Background: an optimization exercise with open tools, aiming at a short achievable clock period and few clock cycles. Do not read the settings as production practice. At most, simulation tests tie the RTL to the original design; equivalence was not proved. No activity file was given, so power comes from the tool's default toggle rates.

==> job 7558: inputs <==
Design v33_exec_core, start of the top module:
module v33_exec_core #(
    parameter int IQ_DEPTH = 5
) (
    input  logic                       clk,
    input  logic                       reset,
    input  logic [v33_pkg::BYTE_W-1:0] code_byte,
    input  logic                       code_valid,
    output logic                       code_req,
    output logic                       io_write,
    output logic [v33_pkg::WORD_W-1:0] io_addr,
    output logic [v33_pkg::WORD_W-1:0] io_data
);
    logic [QW-1:0] head;
    logic head_valid;
    logic pop;
    logic fire;
    logic [RW-1:0] rd_bits;
    logic [7:0] p_n;
    logic [7:0] g_n;
    logic [7:0] lg_n;
    logic [7:0] b_hi_n;
    logic [63:0] hi_flat;
    logic [15:0] wmask1;
    logic [7:0] wval1;
    logic [7:0] wmask2;
    logic [7:0] wmask2_1;
    logic [7:0] wval2;
    prefetch_queue #(
        .IQ_DEPTH(IQ_DEPTH)
    ) u_queue (
        .clk        (clk),
        .reset      (reset),
        .code_byte  (code_byte),
        .code_valid (code_valid),
        .code_req   (code_req),
        .head       (head),
        .head_valid (head_valid),
        .pop        (pop)
    );
    operand_stage u_operand (
        .clk        (clk),
        .reset      (reset),
        .head       (head),
        .head_valid (head_valid),
        .pop        (pop),
        .fire       (fire),
        .rd_bits    (rd_bits),
        .p_n        (p_n),
        .g_n        (g_n),
        .lg_n       (lg_n),
        .b_hi_n     (b_hi_n),
        .io_addr_lo (io_addr[7:0]),
        .io_data_lo (io_data[7:0]),
        .hi_flat    (hi_flat),
        .wmask1     (wmask1),
        .wmask2_1   (wmask2_1),
        .wval1      (wval1),
        .wmask2     (wmask2),
        .wval2      (wval2)
    );
    alu_execute u_execute (
        .clk      (clk),
        .reset    (reset),
        .fire     (fire),
        .rd_bits  (rd_bits),
        .p_n      (p_n),
  ...
Settings: LEC_CHECK=0, ABC_CLOCK_PERIOD_IN_PS=1500, CAP_MARGIN=20, CORE_MARGIN=2, CORE_UTILIZATION=50, SETUP_SLACK_MARGIN=2.6, SLEW_MARGIN=20, TNS_END_PERCENT=5; clock period 4.4 ns.
run.sh (not shown) runs the stock make flow with config.mk's settings and CLKGATE_MAP_FILE= SYNTH_SCRIPT=/design/flow/synth_recipe.tcl, a recipe that flattens the netlist after the stock synthesis.
==> job 1364: changes against job 7558 <==
--- a/flow/design.v
+++ b/flow/design.v
@@ -63,115 +63,135 @@
     input  logic                       reset,
     input  logic [v33_pkg::BYTE_W-1:0] code_byte,
     input  logic                       code_valid,
     output logic                       code_req,
     output logic [v33_pkg::QW-1:0]     head,
     output logic                       head_valid,
     input  logic                       pop
 );
-    localparam int CNT_W = $clog2(IQ_DEPTH) + 1;
     logic       in_v;
     logic [7:0] in_b;
-    logic [1:0] st;
+    logic       in_l1;    
+    logic       in_l2;    
+    logic [2:0] st;       
+    logic       s_l2;     
     logic [7:0] s_b0;
     logic [7:0] s_b1;
-    logic [1:0] s_len;
-    logic [7:0] b0;
-    logic [7:0] b1;
-    logic [1:0] len0;
     logic       complete;
-    logic       push;
+    logic       i_v;
+    logic [7:0] i_b0;
+    logic [7:0] i_b1;
+    logic [7:0] i_b2;
     logic [QW-1:0] dec;
     logic [QW-1:0] mem [IQ_DEPTH];
     logic [IQ_DEPTH-1:0] wsel;    
     logic [IQ_DEPTH-1:0] rsel;    
-    logic [CNT_W-1:0] count;
-    logic [CNT_W-1:0] count_next;
+    logic [IQ_DEPTH-1:0] cnt;     
+    logic [IQ_DEPTH-1:0] cnt_next;
+    logic [QW-1:0] mem_head;
+    logic h_load;    
     function automatic [1:0] ilen(input [7:0] b);
         casez (b)
             8'b00???0??: ilen = 2'd2;
             8'b00???10?: ilen = b[0] ? 2'd3 : 2'd2;
             8'b1011????: ilen = b[3] ? 2'd3 : 2'd2;
             8'he6, 8'he7: ilen = 2'd2;
             default: ilen = 2'd1;
         endcase
     endfunction
     always_ff @(posedge clk) begin
         in_b <= code_byte;
+        in_l1 <= ilen(code_byte) == 2'd1;
+        in_l2 <= ilen(code_byte) == 2'd2;
         if (reset) begin
             in_v <= 1'b0;
             code_req <= 1'b1;
         end else begin
             in_v <= code_valid && code_req;
-            code_req <= count_next <= CNT_W'(IQ_DEPTH - 3);
+            code_req <= !cnt_next[IQ_DEPTH-3];
         end
     end
-    assign len0 = ilen(in_b);
-    assign b0 = (st == 2'd0) ? in_b : s_b0;
-    assign b1 = (st == 2'd1) ? in_b : s_b1;
-    assign complete = (st == 2'd0 && len0 == 2'd1) || (st == 2'd1 && s_len == 2'd2)
-        || st == 2'd2;
-    assign push = in_v && complete;
-    instruction_decoder u_dec (
-        .b0     (b0),
-        .b1     (b1),
-        .b2     (in_b),
-        .q_bits (dec)
-    );
+    assign complete = (st[0] && in_l1) || (st[1] && s_l2) || st[2];
     always_ff @(posedge clk) begin
         if (reset) begin
-            st <= 2'd0;
-        end else if (in_v) begin
-            if (complete) begin
-                st <= 2'd0;
-            end else begin
-                st <= st + 2'd1;
+            st <= 3'b001;
+            i_v <= 1'b0;
+        end else begin
+            if (in_v) begin
+                st <= complete ? 3'b001 : {st[1:0], 1'b0};
             end
+            i_v <= in_v && complete;
         end
     end
     always_ff @(posedge clk) begin
-        if (in_v && st == 2'd0) begin
+        if (in_v && st[0]) begin
             s_b0 <= in_b;
-            s_len <= len0;
+            s_l2 <= in_l2;
         end
-        if (in_v && st == 2'd1) begin
+        if (in_v && st[1]) begin
             s_b1 <= in_b;
         end
+        i_b0 <= st[0] ? in_b : s_b0;
+        i_b1 <= st[1] ? in_b : s_b1;
+        i_b2 <= in_b;
     end
+    instruction_decoder u_dec (
+        .b0     (i_b0),
+        .b1     (i_b1),
+        .b2     (i_b2),
+        .q_bits (dec)
+    );
     always_ff @(posedge clk) begin
         for (int i = 0; i < IQ_DEPTH; i++) begin
-            if (wsel[i]) begin
+            if (i_v && wsel[i]) begin
                 mem[i] <= dec;
             end
         end
     end
-    assign count_next = count + CNT_W'(push) - CNT_W'(pop);
+    assign h_load = (!head_valid || pop) && cnt[0];
+    always_comb begin
+        if (i_v && !h_load) begin
+            cnt_next = {cnt[IQ_DEPTH-2:0], 1'b1};
+        end else if (h_load && !i_v) begin
+            cnt_next = {1'b0, cnt[IQ_DEPTH-1:1]};
+        end else begin
+            cnt_next = cnt;
+        end
+    end
     always_ff @(posedge clk) begin
         if (reset) begin
             wsel <= IQ_DEPTH'(1);
             rsel <= IQ_DEPTH'(1);
-            count <= '0;
+            cnt <= '0;
+            head_valid <= 1'b0;
         end else begin
-            if (push) begin
+            if (i_v) begin
                 wsel <= {wsel[IQ_DEPTH-2:0], wsel[IQ_DEPTH-1]};
             end
-            if (pop) begin
+            if (h_load) begin
                 rsel <= {rsel[IQ_DEPTH-2:0], rsel[IQ_DEPTH-1]};
             end
-            count <= count_next;
+            cnt <= cnt_next;
+            if (!head_valid || pop) begin
+                head_valid <= cnt[0];
+            end
         end
     end
     always_comb begin
-        head = '0;
+        mem_head = '0;
         for (int i = 0; i < IQ_DEPTH; i++) begin
-            head = head | ({QW{rsel[i]}} & mem[i]);
+            mem_head = mem_head | ({QW{rsel[i]}} & mem[i]);
+        end
+    end
+    always_ff @(posedge clk) begin
+        if (h_load) begin
+            head <= mem_head;
         end
     end
-    assign head_valid = count != '0;
 endmodule
 `default_nettype wire
 `timescale 1ns/1ps
 `default_nettype none
 import v33_pkg::*;
 module instruction_decoder (
     input  logic [7:0]              b0,
     input  logic [7:0]              b1,
@@ -242,16 +262,18 @@
             end
             8'hf5, 8'hf8, 8'hf9: begin
                 q.flag = 1'b1;
             end
             8'h98: begin
                 q.wide = 1'b1;
                 q.dst = 3'd0;
                 q.rmask_rd = 16'h0001;  
+                q.src = 3'd0;
+                q.b_reg = 1'b1;  
                 q.cvtbw = 1'b1;
                 q.w_en = 1'b1;
             end
             8'h99: begin
                 q.wide = 1'b1;
                 q.dst = 3'd2;
                 q.rmask_ex = 8'h01;  
                 q.cvtwl = 1'b1;
@@ -288,17 +310,16 @@
     input  logic                       reset,
     input  logic [v33_pkg::QW-1:0]     head,
     input  logic                       head_valid,
     output logic                       pop,
     output logic                       fire,
     output logic [v33_pkg::RW-1:0]     rd_bits,
     output logic [7:0]                 p_n,
     output logic [7:0]                 g_n,
-    output logic [7:0]                 lg_n,
     output logic [7:0]                 b_hi_n,
     output logic [7:0]                 io_addr_lo,
     output logic [7:0]                 io_data_lo,
     output logic [63:0]                hi_flat,
     input  logic [15:0]                wmask1,
     input  logic [7:0]                 wval1,
     input  logic [7:0]                 wmask2_1,
     input  logic [7:0]                 wmask2,
@@ -341,17 +362,17 @@
     assign hd = head;
     assign rd = rd_bits;
     assign arith = !(hd.op == 3'd1 || hd.op == 3'd4 || hd.op == 3'd6);
     always_comb begin
         nx = '0;
         nx.a_lo = hd.a_reg ? lo_sel(hd.dst, hd.wide) : 16'h0;
         nx.a_hi = hd.a_reg ? hi_sel(hd.dst, hd.wide) : 8'h0;
         nx.b_lo = hd.b_reg ? lo_sel(hd.src, hd.wide || hd.out) : 16'h0;
-        nx.b_hi = hd.b_reg ? hi_sel(hd.src, hd.wide || hd.out) : 8'h0;
+        nx.b_hi = (hd.b_reg && !hd.cvtbw) ? hi_sel(hd.src, hd.wide || hd.out) : 8'h0;
         nx.wmask = hd.w_en ? lanes(hd.dst, hd.wide) : 16'h0;
         nx.wflags = hd.alu || hd.flag;
         nx.out = hd.out;
         nx.out_dw = hd.out_dw;
         nx.alu = hd.alu;
         nx.flag = hd.flag;
         nx.flag_op = hd.flag_op;
         nx.wide = hd.wide;
@@ -365,17 +386,17 @@
         nx.cvtbw = hd.cvtbw;
         nx.cvtwl = hd.cvtwl;
         nx.psw = hd.psw;
         nx.imm = hd.imm;
     end
     assign p_w1 = rd.wide ? {8'h00, rd.wmask[7:0]} : rd.wmask;
     assign p_w2 = rd.wide ? rd.wmask[15:8] : 8'h00;
     assign stall2 = fire && (|(p_w2 & hd.rmask_rd[15:8]));
-    assign stall1 = (fire && ((|(p_w1 & hd.rmask_rd)) || (|(p_w2 & hd.rmask_ex))
+    assign stall1 = (fire && ((|(p_w1 & hd.rmask_rd)) || (|((p_w2 | p_w1[15:8]) & hd.rmask_ex))
         || (rd.wflags && hd.rflags) || (rd.out && hd.out)))
         || (|(wmask2_1 & hd.rmask_rd[15:8]));
     assign fire = rd_valid && hz == 2'd0;
     assign advance = hz == 2'd0;
     assign pop = advance && head_valid;
     always_ff @(posedge clk) begin
         if (reset) begin
             rd_valid <= 1'b0;
@@ -390,30 +411,29 @@
         end
     end
     always_ff @(posedge clk) begin
         if (advance) begin
             rd_bits <= nx;
         end
     end
     always_comb begin
-        a_lo = '0;
-        b_lo = '0;
+        a_lo = {8{|(rd.a_lo & wmask1)}} & wval1;
+        b_lo = {8{|(rd.b_lo & wmask1)}} & wval1;
         for (int j = 0; j < 8; j++) begin
-            a_lo = a_lo | ({8{rd.a_lo[j]}} & lo[j]) | ({8{rd.a_lo[8 + j]}} & hi[j]);
-            b_lo = b_lo | ({8{rd.b_lo[j]}} & lo[j]) | ({8{rd.b_lo[8 + j]}} & hi[j]);
+            a_lo = a_lo | ({8{rd.a_lo[j] && !wmask1[j]}} & lo[j])
+                | ({8{rd.a_lo[8 + j] && !wmask1[8 + j]}} & hi[j]);
+            b_lo = b_lo | ({8{rd.b_lo[j] && !wmask1[j]}} & lo[j])
+                | ({8{rd.b_lo[8 + j] && !wmask1[8 + j]}} & hi[j]);
         end
     end
-    assign b_x = b_lo | ({8{rd.b_imm}} & rd.imm[7:0]) | ({8{rd.cvtbw}} & lo[0]);
+    assign b_x = b_lo | ({8{rd.b_imm}} & rd.imm[7:0]);
     assign p_n = a_lo ^ b_x ^ {8{rd.sub}};
     assign g_n = a_lo & (b_x ^ {8{rd.sub}});
-    assign lg_n = ({8{rd.k_or}} & (a_lo | b_x))
-        | ({8{rd.k_and}} & (a_lo & b_x))
-        | ({8{rd.k_xor}} & (a_lo ^ b_x));
-    assign b_hi = ({8{rd.b_imm}} & rd.imm[15:8]) | {8{rd.cvtbw && lo[0][7]}};
+    assign b_hi = ({8{rd.b_imm}} & rd.imm[15:8]) | {8{rd.cvtbw && b_lo[7]}};
     assign b_hi_n = b_hi;  
     always_ff @(posedge clk) begin
         if (fire && rd.out) begin
             io_addr_lo <= b_x;
             io_data_lo <= a_lo;
         end
     end
     always_ff @(posedge clk) begin
@@ -422,17 +442,18 @@
                 lo[j] <= '0;
                 hi[j] <= '0;
             end else begin
                 if (wmask1[j]) begin
                     lo[j] <= wval1;
                 end
                 if (wmask1[8 + j]) begin
                     hi[j] <= wval1;  
-                end else if (wmask2[j]) begin
+                end
+                if (wmask2[j]) begin
                     hi[j] <= wval2;
                 end
             end
         end
     end
     always_comb begin
         for (int j = 0; j < 8; j++) begin
             hi_flat[8 * j +: 8] = hi[j];
@@ -445,17 +466,16 @@
 import v33_pkg::*;
 module alu_execute (
     input  logic                       clk,
     input  logic                       reset,
     input  logic                       fire,
     input  logic [v33_pkg::RW-1:0]     rd_bits,
     input  logic [7:0]                 p_n,
     input  logic [7:0]                 g_n,
-    input  logic [7:0]                 lg_n,
     input  logic [7:0]                 b_hi_n,
     input  logic [63:0]                hi_flat,
     output logic [15:0]                wmask1,
     output logic [7:0]                 wmask2_1,
     output logic [7:0]                 wval1,
     output logic [7:0]                 wmask2,
     output logic [7:0]                 wval2,
     output logic                       io_write,
@@ -485,18 +505,18 @@
         for (int i = 0; i < 8; i++) begin
             carries[i + 1] = gg[i] | (pp[i] & c);
         end
     endfunction
     v33_pkg::rd_t rd;
     logic [7:0] hi [8];
     logic [7:0] p1;
     logic [7:0] g1;
-    logic [7:0] lg1;
     logic [7:0] bh1;
+    logic [15:0] m1;
     logic [7:0] a_hi_sel1;
     logic [7:0] b_hi_sel1;
     logic wide1;
     logic k_arith1;
     logic k_or1;
     logic k_and1;
     logic k_xor1;
     logic sub1;
@@ -512,19 +532,20 @@
     logic [7:0] res1;
     logic [7:0] a_hi_r;
     logic [7:0] b_hi_r;
     logic [7:0] b_hi_x;
     logic [7:0] b_hi_l;
     logic ah7;
     logic [7:0] p2;
     logic [7:0] g2;
-    logic [7:0] lg2;
+    logic k_or2;
+    logic k_and2;
+    logic k_xor2;
     logic c2;
-    logic [7:0] res_lo2;
     logic ac2;
     logic wide2;
     logic k_arith2;
     logic sub2;
     logic alu2;
     logic flag2;
     logic [1:0] flag_op2;
     logic [8:0] cc2;
@@ -541,33 +562,34 @@
     assign rd = rd_bits;
     always_comb begin
         for (int j = 0; j < 8; j++) begin
             hi[j] = hi_flat[8 * j +: 8];
         end
     end
     always_ff @(posedge clk) begin
         if (reset) begin
+            m1 <= '0;
             wmask1 <= '0;
             wmask2_1 <= '0;
             alu1 <= 1'b0;
             flag1 <= 1'b0;
             out1 <= 1'b0;
         end else begin
-            wmask1 <= fire ? (rd.wide ? {8'h00, rd.wmask[7:0]} : rd.wmask) : 16'h0;
+            m1 <= fire ? (rd.wide ? {8'h00, rd.wmask[7:0]} : rd.wmask) : 16'h0;
+            wmask1 <= m1;
             wmask2_1 <= (fire && rd.wide) ? rd.wmask[15:8] : 8'h0;
             alu1 <= fire && rd.alu;
             flag1 <= fire && rd.flag;
             out1 <= fire && rd.out;
         end
     end
     always_ff @(posedge clk) begin
         p1 <= p_n;
         g1 <= g_n;
-        lg1 <= lg_n;
         bh1 <= b_hi_n;
         a_hi_sel1 <= rd.a_hi;
         b_hi_sel1 <= rd.b_hi;
         wide1 <= rd.wide;
         k_arith1 <= rd.k_arith;
         k_or1 <= rd.k_or;
         k_and1 <= rd.k_and;
         k_xor1 <= rd.k_xor;
@@ -580,20 +602,24 @@
     assign f_z = f_lazy && (f_wide ? (f_res == 16'h0) : (f_res[7:0] == 8'h0));
     assign f_s = f_lazy && (f_wide ? f_res[15] : f_res[7]);
     assign f_p = f_lazy && ~^f_res[7:0];
     assign psw = {f_s, f_z, 1'b0, f_ac, 1'b0, f_p, 1'b1, f_cy};
     assign ah7 = hi[0][7];
     assign cin1 = sub1 ^ (use_cin1 && f_cy);
     assign c1 = carries(p1, g1, cin1);
     assign res1 = ({8{k_arith1}} & (p1 ^ c1[7:0]))
-        | lg1
+        | ({8{k_or1}} & (p1 | g1))
+        | ({8{k_and1}} & g1)
+        | ({8{k_xor1}} & p1)
         | ({8{psw1}} & psw)
         | {8{cvtwl1 && ah7}};
-    assign wval1 = res1;
+    always_ff @(posedge clk) begin
+        wval1 <= res1;
+    end
     always_comb begin
         a_hi_r = '0;
         b_hi_r = '0;
         for (int j = 0; j < 8; j++) begin
             a_hi_r = a_hi_r | ({8{a_hi_sel1[j]}} & hi[j]);
             b_hi_r = b_hi_r | ({8{b_hi_sel1[j]}} & hi[j]);
         end
     end
@@ -617,41 +643,43 @@
             wmask2 <= wmask2_1;
             alu2 <= alu1;
             flag2 <= flag1;
         end
     end
     always_ff @(posedge clk) begin
         p2 <= a_hi_r ^ b_hi_x;
         g2 <= a_hi_r & b_hi_x;
-        lg2 <= ({8{k_or1}} & (a_hi_r | b_hi_l))
-            | ({8{k_and1}} & (a_hi_r & b_hi_l))
-            | ({8{k_xor1}} & (a_hi_r ^ b_hi_l));
+        k_or2 <= k_or1;
+        k_and2 <= k_and1;
+        k_xor2 <= k_xor1;
         c2 <= c1[8];
-        res_lo2 <= res1;
         ac2 <= c1[4] ^ sub1;
         wide2 <= wide1;
         k_arith2 <= k_arith1;
         sub2 <= sub1;
         flag_op2 <= flag_op1;
     end
     assign cc2 = carries(p2, g2, c2);
-    assign res2 = ({8{k_arith2}} & (p2 ^ cc2[7:0])) | lg2;
+    assign res2 = ({8{k_arith2}} & (p2 ^ cc2[7:0]))
+        | ({8{k_or2}} & (p2 | g2))
+        | ({8{k_and2}} & g2)
+        | ({8{k_xor2}} & p2);
     assign wval2 = res2;
     always_ff @(posedge clk) begin
         if (reset) begin
             f_cy <= 1'b0;
             f_ac <= 1'b0;
             f_res <= '0;
             f_wide <= 1'b0;
             f_lazy <= 1'b0;
         end else if (alu2) begin
             f_cy <= k_arith2 && ((wide2 ? cc2[8] : c2) ^ sub2);
             f_ac <= k_arith2 && ac2;
-            f_res <= {res2, res_lo2};
+            f_res <= {res2, wval1};
             f_wide <= wide2;
             f_lazy <= 1'b1;
         end else if (flag2) begin
             f_cy <= flag_op2[1] ? flag_op2[0] : !f_cy;
         end
     end
 endmodule
 `default_nettype wire
@@ -672,17 +700,16 @@
 );
     logic [QW-1:0] head;
     logic head_valid;
     logic pop;
     logic fire;
     logic [RW-1:0] rd_bits;
     logic [7:0] p_n;
     logic [7:0] g_n;
-    logic [7:0] lg_n;
     logic [7:0] b_hi_n;
     logic [63:0] hi_flat;
     logic [15:0] wmask1;
     logic [7:0] wval1;
     logic [7:0] wmask2;
     logic [7:0] wmask2_1;
     logic [7:0] wval2;
     prefetch_queue #(
@@ -702,17 +729,16 @@
         .reset      (reset),
         .head       (head),
         .head_valid (head_valid),
         .pop        (pop),
         .fire       (fire),
         .rd_bits    (rd_bits),
         .p_n        (p_n),
         .g_n        (g_n),
-        .lg_n       (lg_n),
         .b_hi_n     (b_hi_n),
         .io_addr_lo (io_addr[7:0]),
         .io_data_lo (io_data[7:0]),
         .hi_flat    (hi_flat),
         .wmask1     (wmask1),
         .wmask2_1   (wmask2_1),
         .wval1      (wval1),
         .wmask2     (wmask2),
@@ -720,17 +746,16 @@
     );
     alu_execute u_execute (
         .clk      (clk),
         .reset    (reset),
         .fire     (fire),
         .rd_bits  (rd_bits),
         .p_n      (p_n),
         .g_n      (g_n),
-        .lg_n     (lg_n),
         .b_hi_n   (b_hi_n),
         .hi_flat  (hi_flat),
         .wmask1   (wmask1),
         .wmask2_1 (wmask2_1),
         .wval1    (wval1),
         .wmask2   (wmask2),
         .wval2    (wval2),
         .io_write (io_write),
==> flow/flow/run.sh (new file) <==
#!/bin/bash
# Layout flow: the standard flow, with the port buffers made from
# sky130_fd_sc_hd__buf_4 instead of the resizer's default choice, which it
# does not resize afterwards.
set -e
export BUFFER_PORTS_ARGS="-buffer_cell sky130_fd_sc_hd__buf_4"
bash standard.sh > standard.log 2>&1
==> flow/standard.sh (new file) <==
#!/bin/bash
# synth_recipe.tcl (not shown) runs the flow's synth.tcl, then flattens the netlist and writes it again
# the make line also repeats each setting of config.mk as NAME=value (left out here)
make -C /OpenROAD-flow-scripts/flow DESIGN_CONFIG=/design/flow/config.mk WORK_HOME=/design/flow/orfs CLKGATE_MAP_FILE= SYNTH_SCRIPT=/design/flow/synth_recipe.tcl "${@:-finish}"
removed: flow/run.sh
==> notes.md <==
Of job 7558 and job 1364, job 1364 has the higher non-clock buffer count (gap 12).
Against job 7558, the hold slack of job 1364 is lower by 0.0014 ns.
The combinational power of job 7558 is 3.6 times that of job 1364.
Between job 7558 and job 1364, the lower synthesized area is in job 7558 (gap about 7%, measured against job 1364).
Testbench counts of job 1364, summed over its fixed seeds: cycles 44,779.
Only the layout flow was run in job 7558; the RTL was not checked for function there.

port drivers added, routing unchanged:
How much do the figures lean on ideal ports? The routed layouts below were timed once more, with nothing changed but the port constraints. Step 1, drivers: a clkbuf_16 drives clk and a buf_2 each remaining input, both assumed. Step 2, shift: input delay + t, output delay - t, t = (earliest + latest rising clock arrival at the registers) / 2. This alone moves slack from input paths to output paths. a / b / c = ideal / step 1 / step 2; a / b = the first two.
run | t, ns | slack for setup (ns) | slew at the worst register clock pin (ns) | worst data-port slew with drivers (ns) | cell pins on the clock port's net
job 7558 | 0.695 | 1.737 / 1.737 / 1.737 | 0.06 / 0.06 | 0.03 | 1
job 1364 | 0.708 | 2.142 / 2.142 / 1.941 | 0.07 / 0.07 | 0.04 | 1
After both steps setup and hold are still met in every run listed. For job 1364, which loses most, drivers alone change the setup slack by 0.000 ns; drivers and shift together by -0.201 ns.
